This is an optimization exercise on Yosys and OpenROAD, whose aim is small area, not a production implementation.
The RTL was checked by simulation tests, not by an equivalence proof against the original design.
Power figures rest on the tool's default switching activity, not on a simulated workload.

==> design/flow/design.v <==
package sweep_pkg;
  localparam int IDX_W  = 5;
  localparam int DATA_W = 32;
  localparam int NREGS  = 32;
  localparam logic [IDX_W-1:0] CNT_MAX = 5'd31;
  typedef enum logic [2:0] {
    IDLE,
    SEEN1,
    UP,
    DOWN,
    REPORT
  } state_e;
  typedef struct packed {
    logic [IDX_W-1:0]  count;
    logic [IDX_W-1:0]  first;
    logic [IDX_W-1:0]  last;
    logic              dir;
    logic              err;
    logic [DATA_W-1:0] cks;
  } sweep_t;
endpackage
import sweep_pkg::*;
module regfile32
(
  input  logic              clock,
  input  logic              reset,
  input  logic [IDX_W-1:0]  waddr,
  input  logic [DATA_W-1:0] wdata,
  input  logic [IDX_W-1:0]  raddr,
  output logic [DATA_W-1:0] rdata
);
  logic [NREGS-1:0][DATA_W-1:0] mem_q;
  logic [NREGS-1:0][DATA_W-1:0] mem_d;
  always_comb begin
    mem_d = mem_q;
    if (waddr != '0) begin
      mem_d[waddr] = wdata;
    end
    mem_d[0] = '0;
  end
  always_ff @(posedge clock or negedge reset) begin
    if (!reset) begin
      mem_q <= '0;
    end else begin
      mem_q <= mem_d;
    end
  end
  assign rdata = (raddr == '0) ? '0 : mem_q[raddr];
endmodule
import sweep_pkg::*;
module sweep_recorder
(
  input  logic              clock,
  input  logic              reset,
  input  logic [IDX_W-1:0]  regnum,
  input  logic [DATA_W-1:0] wdata,
  input  logic              done,
  input  logic [IDX_W-1:0]  rsel,
  output logic [DATA_W-1:0] rdata,
  output logic              sweep_valid,
  output logic [IDX_W-1:0]  sweep_count,
  output logic [IDX_W-1:0]  sweep_first,
  output logic [IDX_W-1:0]  sweep_last,
  output logic              sweep_dir,
  output logic              sweep_err,
  output logic [DATA_W-1:0] checksum
);
  sweep_pkg::state_e state_q;
  sweep_pkg::state_e state_d;
  sweep_pkg::sweep_t sw_q;
  sweep_pkg::sweep_t sw_d;
  sweep_pkg::sweep_t rpt_q;
  sweep_pkg::sweep_t rpt_d;
  logic   done_prev_q;
  logic   done_prev_d;
  logic   rise;
  logic   is_new;
  logic   step_up;
  logic   step_dn;
  regfile32 u_rf (
    .clock (clock),
    .reset (reset),
    .waddr (regnum),
    .wdata (wdata),
    .raddr (rsel),
    .rdata (rdata)
  );
  assign rise    = done && !done_prev_q;
  assign is_new  = (regnum != '0) &&
                   (regnum != sw_q.last);
  assign step_up = (regnum == sw_q.last + 5'd1);
  assign step_dn = (regnum == sw_q.last - 5'd1);
  always_comb begin
    state_d     = state_q;
    sw_d        = sw_q;
    rpt_d       = rpt_q;
    done_prev_d = done;
    if (is_new && state_q != IDLE &&
        state_q != REPORT) begin
      sw_d.last = regnum;
      sw_d.cks  = sw_q.cks ^ wdata;
      if (sw_q.count != CNT_MAX) begin
        sw_d.count = sw_q.count + 5'd1;
      end
    end
    unique case (state_q)
      IDLE: begin
        if (regnum != '0) begin
          state_d    = SEEN1;
          sw_d.count = 5'd1;
          sw_d.first = regnum;
          sw_d.last  = regnum;
          sw_d.dir   = 1'b0;
          sw_d.err   = 1'b0;
          sw_d.cks   = wdata;
        end
      end
      SEEN1: begin
        if (is_new) begin
          if (step_up) begin
            state_d  = UP;
            sw_d.dir = 1'b1;
          end else if (step_dn) begin
            state_d = DOWN;
          end else begin
            sw_d.err = 1'b1;
          end
        end
      end
      UP: begin
        if (is_new && !step_up) begin
          sw_d.err = 1'b1;
        end
      end
      DOWN: begin
        if (is_new && !step_dn) begin
          sw_d.err = 1'b1;
        end
      end
      REPORT: begin
        state_d = IDLE;
        sw_d    = '0;
      end
      default: begin
        state_d = IDLE;
        sw_d    = '0;
      end
    endcase
    if (rise && state_q != REPORT) begin
      state_d = REPORT;
      rpt_d   = sw_d;
    end
  end
  always_ff @(posedge clock or negedge reset) begin
    if (!reset) begin
      state_q     <= IDLE;
      sw_q        <= '0;
      rpt_q       <= '0;
      done_prev_q <= 1'b0;
    end else begin
      state_q     <= state_d;
      sw_q        <= sw_d;
      rpt_q       <= rpt_d;
      done_prev_q <= done_prev_d;
    end
  end
  assign sweep_valid = (state_q == REPORT);
  assign sweep_count = rpt_q.count;
  assign sweep_first = rpt_q.first;
  assign sweep_last  = rpt_q.last;
  assign sweep_dir   = rpt_q.dir;
  assign sweep_err   = rpt_q.err;
  assign checksum    = rpt_q.cks;
endmodule
==> design/flow/run.sh <==
#!/bin/bash
# synth_recipe.tcl (not shown) runs the flow's synth.tcl, then flattens the netlist and writes it again
# the make line also repeats each setting of config.mk as NAME=value (left out here)
make -C /OpenROAD-flow-scripts/flow DESIGN_CONFIG=/design/flow/config.mk WORK_HOME=/design/flow/orfs CLKGATE_MAP_FILE= SYNTH_SCRIPT=/design/flow/synth_recipe.tcl finish
==> design/flow/config.mk <==
export PLATFORM = sky130hd
export DESIGN_NAME = sweep_recorder
export DESIGN_NICKNAME = sweep_recorder
export VERILOG_FILES = /design/flow/design.v
export SDC_FILE = /design/flow/constraint.sdc
export NUM_CORES = 4
export LEC_CHECK = 0
export CAP_MARGIN = 20
export CORE_MARGIN = 2
export CORE_UTILIZATION = 40
export SLEW_MARGIN = 20
==> design/flow/constraint.sdc <==
create_clock -name core_clock -period 7.0 [get_ports {clock}]
set_input_delay 1.4000 -clock core_clock [delete_from_list [all_inputs] [get_ports {clock}]]
set_output_delay 1.4000 -clock core_clock [all_outputs]
set_load 0.01 [all_outputs]
==> impl_metrics.yaml <==
power_and_ir_drop:
  seq_power_share_pct: 45.3
  intPower_mw: 15.5
  powerDensity_mw_per_mm2: 364
  pwr-share-comb_pct: 22.4
  p_clk_share_pct: 32.3
  p_sw_mw: 5.48
  peakVddDrop_mv: 0.246
  leakage_nw: 24.5
  switching_share_pct: 26.2
synth:
  ys_seq_area_share_pct: 54.8
  ys_warn_count: 2
  synth_nets: 3286
  yosysUniqueCellTypes: 57
  ys_ff_latch: 1094
  netlist_area_mm2: 0.0500
  synthMuxAreaShare_pct: 36.9
  synth_edf_count: 0
  synth-simple-area-share_pct: 2.25
  synth_top_family_by_area: "multiplexers"
  async_flop_share_pct: 100
  synthCells: 3236
  synth-compound-area-share_pct: 2.80
  ys.flop_type: "dfrtp_1"
  yosys.area_share.xor_xnor_pct: 0.218
  syn_area_per_cell_um2: 15.4
  synth-adder-area-share_pct: 0.125
cts:
  cts_tree: "built"
  cts_sinks: 1094
  cts_buffer_depth: 3
  cts_buffers: 117
  path_clk_slew_ns: 0.06
  hold_buffers: 0
  cts_setup_buffers: 0
  htree_levels: 3
  clk_latency_ns: 0.75
  post_cts_resized: 0
  cts_root_buf: "clkbuf_16"
die:
  die_h_um: 357
  ios: 127
  rows: 129
  die_w_um: 357
  start_util_pct: 40.4
  core-area_mm2: 0.124
  die_area_mm2: 0.128
route:
  dr.max_layer_used: "met4"
  wirelength_um: 136000
  post-route-drc-count: 0
  antenna_left: 0
  met1_length_um: 61100
  wl_met2_um: 65900
  dr.first_iter.drc_count: 2001
  routed_via_density: 5.68
  dr.pass1.iters: 5
  num_vias: 28500
  wire_per_inst_um: 27.1
  met3_length_um: 5750
place:
  port_buffers: 126
  dp_cells: 4800
  place_congestion: 0.738
  hpwl_um: 78000
  dpl_worst_slack_ns: 1.03
sta:
  period_minus_slack_ns: 5.81
  fmax_ghz: 0.172
  hold-worst-slack_ns: 0.471
  slew-limit-headroom_pct: 26.9
  worst_pin_slew_ns: 1.10
  slew_violations: 0
  hold_viol_final: 0
  grt_setup_unrepaired: "false"
  finClkSkew_ns: 0.0197
  setup_ws_ns: 1.19
  period_share_pct: 83.0
  tns_ns: 0
  finalSetupViolations: 0
setup_path:
  cp_max_fo: 62
  crit_path_start_kind: "primary input"
  rr_worst_depth: 6
  crit_arrival_ns: 4.41
  critPathRequiredTime_ns: 5.60
  path_class: "primary input to output port"
  worstSetupEndpointType: "output port"
min_path:
  min_path_cells: 2
  hold_class: "register to register"
status:
  status: "no timing/DRC/antenna violations"
global_route:
  track_usage_pct: 21.8
  antenna_found_initial: 3
  grt_pass1_vias: 30100
  globalRoute.totalOverflow: 0
  grt_pass1_wl_um: 205000
  grt_max_degree: 169
layout:
  fin_util_pct: 46.4
  fin_nets: 3333
  final_cells: 5024
  drive_above_1_share_pct: 49.5
  syn_to_final_growth_pct: 15.0
job:
  drv_cap: 0
-- per-stage QoR --
step           power [mW]  instance area [um^2]
6_report             20.9                 57500
5_1_grt              22.0                 57500
4_1_cts              21.1                 57400
3_5_place_dp         14.3                 53200
3_3_place_gp         14.1                 53200
2_1_floorplan        12.7                 50000
-- cells in the final DEF, fill, tap and decap left out, types with 19 or more instances in the layout --
cell / Yosys / final
a21o_1: 19 / 19
a21oi_1: 32 / 32
a22o_1: 31 / 31
a31oi_1: 23 / 22
buf_12: 0 / 25
buf_4: 20 / 88
clkbuf_16: 0 / 117
clkbuf_8: 0 / 37
clkdlybuf4s50_1: 0 / 118
clkinv_2: 0 / 23
dfrtp_1: 1094 / 1094
mux2_1: 47 / 47
mux2_2: 1007 / 1007
mux4_2: 288 / 288
nand2_1: 105 / 93
nor2_1: 85 / 80
o21ai_0: 70 / 70
-- cells by family after synthesis --
kind of cell / Yosys count
fa+ha+maj: 5
compound gates: 207
buf+inv: 325
xor+xnor: 9
flops: 1094
mux: 1349
simple gates: 247
-- cell type report --
type	count	area, um^2
clock inverter	52	785
fill	10800	66300
multi-input combinational	1817	21300
inverter	15	56.3
timing repair buffer	238	2410
antenna	1	2.50
tap	1637	2050
sequential	1094	27400
clock buffer	170	3500
-- cell usage after synthesis, drive strengths merged (2+ instances only) --
cell / number / share of area [%]
nand2b: 5 / 0.063
a31oi: 23 / 0.29
nand2: 105 / 0.79
xnor2: 5 / 0.088
xor2: 4 / 0.13
and2: 5 / 0.063
buf: 142 / 1.5
mux2i: 7 / 0.14
or3: 3 / 0.038
nand3: 8 / 0.080
nor3: 8 / 0.15
ha: 5 / 0.13
a311o: 2 / 0.040
dfrtp: 1094 / 55
mux4: 288 / 13
and3: 4 / 0.050
inv: 15 / 0.11
clkbuf: 168 / 1.3
a21oi: 33 / 0.34
o21ai: 72 / 0.72
mux2: 1054 / 24
a311oi: 13 / 0.30
a21o: 19 / 0.29
nor4: 3 / 0.098
or2: 2 / 0.025
nor2b: 5 / 0.063
a22o: 31 / 0.54
a211oi: 3 / 0.070
nor2: 92 / 0.73
a22oi: 2 / 0.030
nand4: 3 / 0.038
-- final timing paths --
check / startpoint / end / slack (ns)
setup / recovery: rsel[0] / rdata[23] / 1.19
hold / removal: rpt_q[41] / rpt_q[41] / 0.47
setup reg to reg: state_q[1] / rpt_q[46] / 3.90
hold reg to reg: rpt_q[41] / rpt_q[41] / 0.47
max in group asynchronous: reset / u_rf.mem_q[331] / 4.81
min in group asynchronous: reset / rpt_q[43] / 0.72
-- power groups by stage --
stage | combinational, mW | sequential, mW | clock [mW]
6_report | 4.68 | 9.49 | 6.77
5_1_grt | 5.07 | 9.73 | 7.18
4_1_cts | 4.75 | 9.46 | 6.90
3_5_place_dp | 4.73 | 9.57 | 0
3_3_place_gp | 4.61 | 9.53 | 0
2_1_floorplan | 3.47 | 9.22 | 0
-- layer usage --
layer  vias up  global-route usage, %
met5         -                      0
met3       176                   3.17
li1      12100                      -
met4         0                   6.49
met1     15600                   30.5
met2       615                   35.3
-- flip-flops by register name, summed over array words and instances (netlist names) --
signal / count
rpt_q: 49
sw_q: 49
u_rf.mem_q: 992
state_q: 3
done_prev_q: 1
-- worst max-delay path: stages --
cell and delay (ns):
buf_8 0.56, buf_4 0.49, mux4_2 0.57, mux4_2 0.51, mux2_2 0.31, clkdlybuf4s50_1 0.48

==> port drivers added, routing unchanged <==
How much do the figures lean on ideal ports? The routed layout below was timed once more, with nothing changed but the port constraints.
Step 1 (the two cells are an assumption about what drives the block):
set clk [get_ports {clock}]
set_driving_cell -lib_cell sky130_fd_sc_hd__clkbuf_16 $clk
set_driving_cell -lib_cell sky130_fd_sc_hd__buf_2 [delete_from_list [all_inputs] $clk]
Step 2, shift: input delay + t, output delay - t, t = (earliest + latest rising clock arrival at the registers) / 2. This alone moves slack from input paths to output paths.
a / b / c = ideal / step 1 / step 2; a / b = the first two.
t (ns): 0.790
setup WS [ns]: 1.192 / 1.146 / 0.952
worst register clock-pin slew, ns: 0.07 / 0.07
After both steps this run still meets setup and hold. The setup slack of this run moves by -0.046 ns with the drivers and by -0.240 ns with both steps.
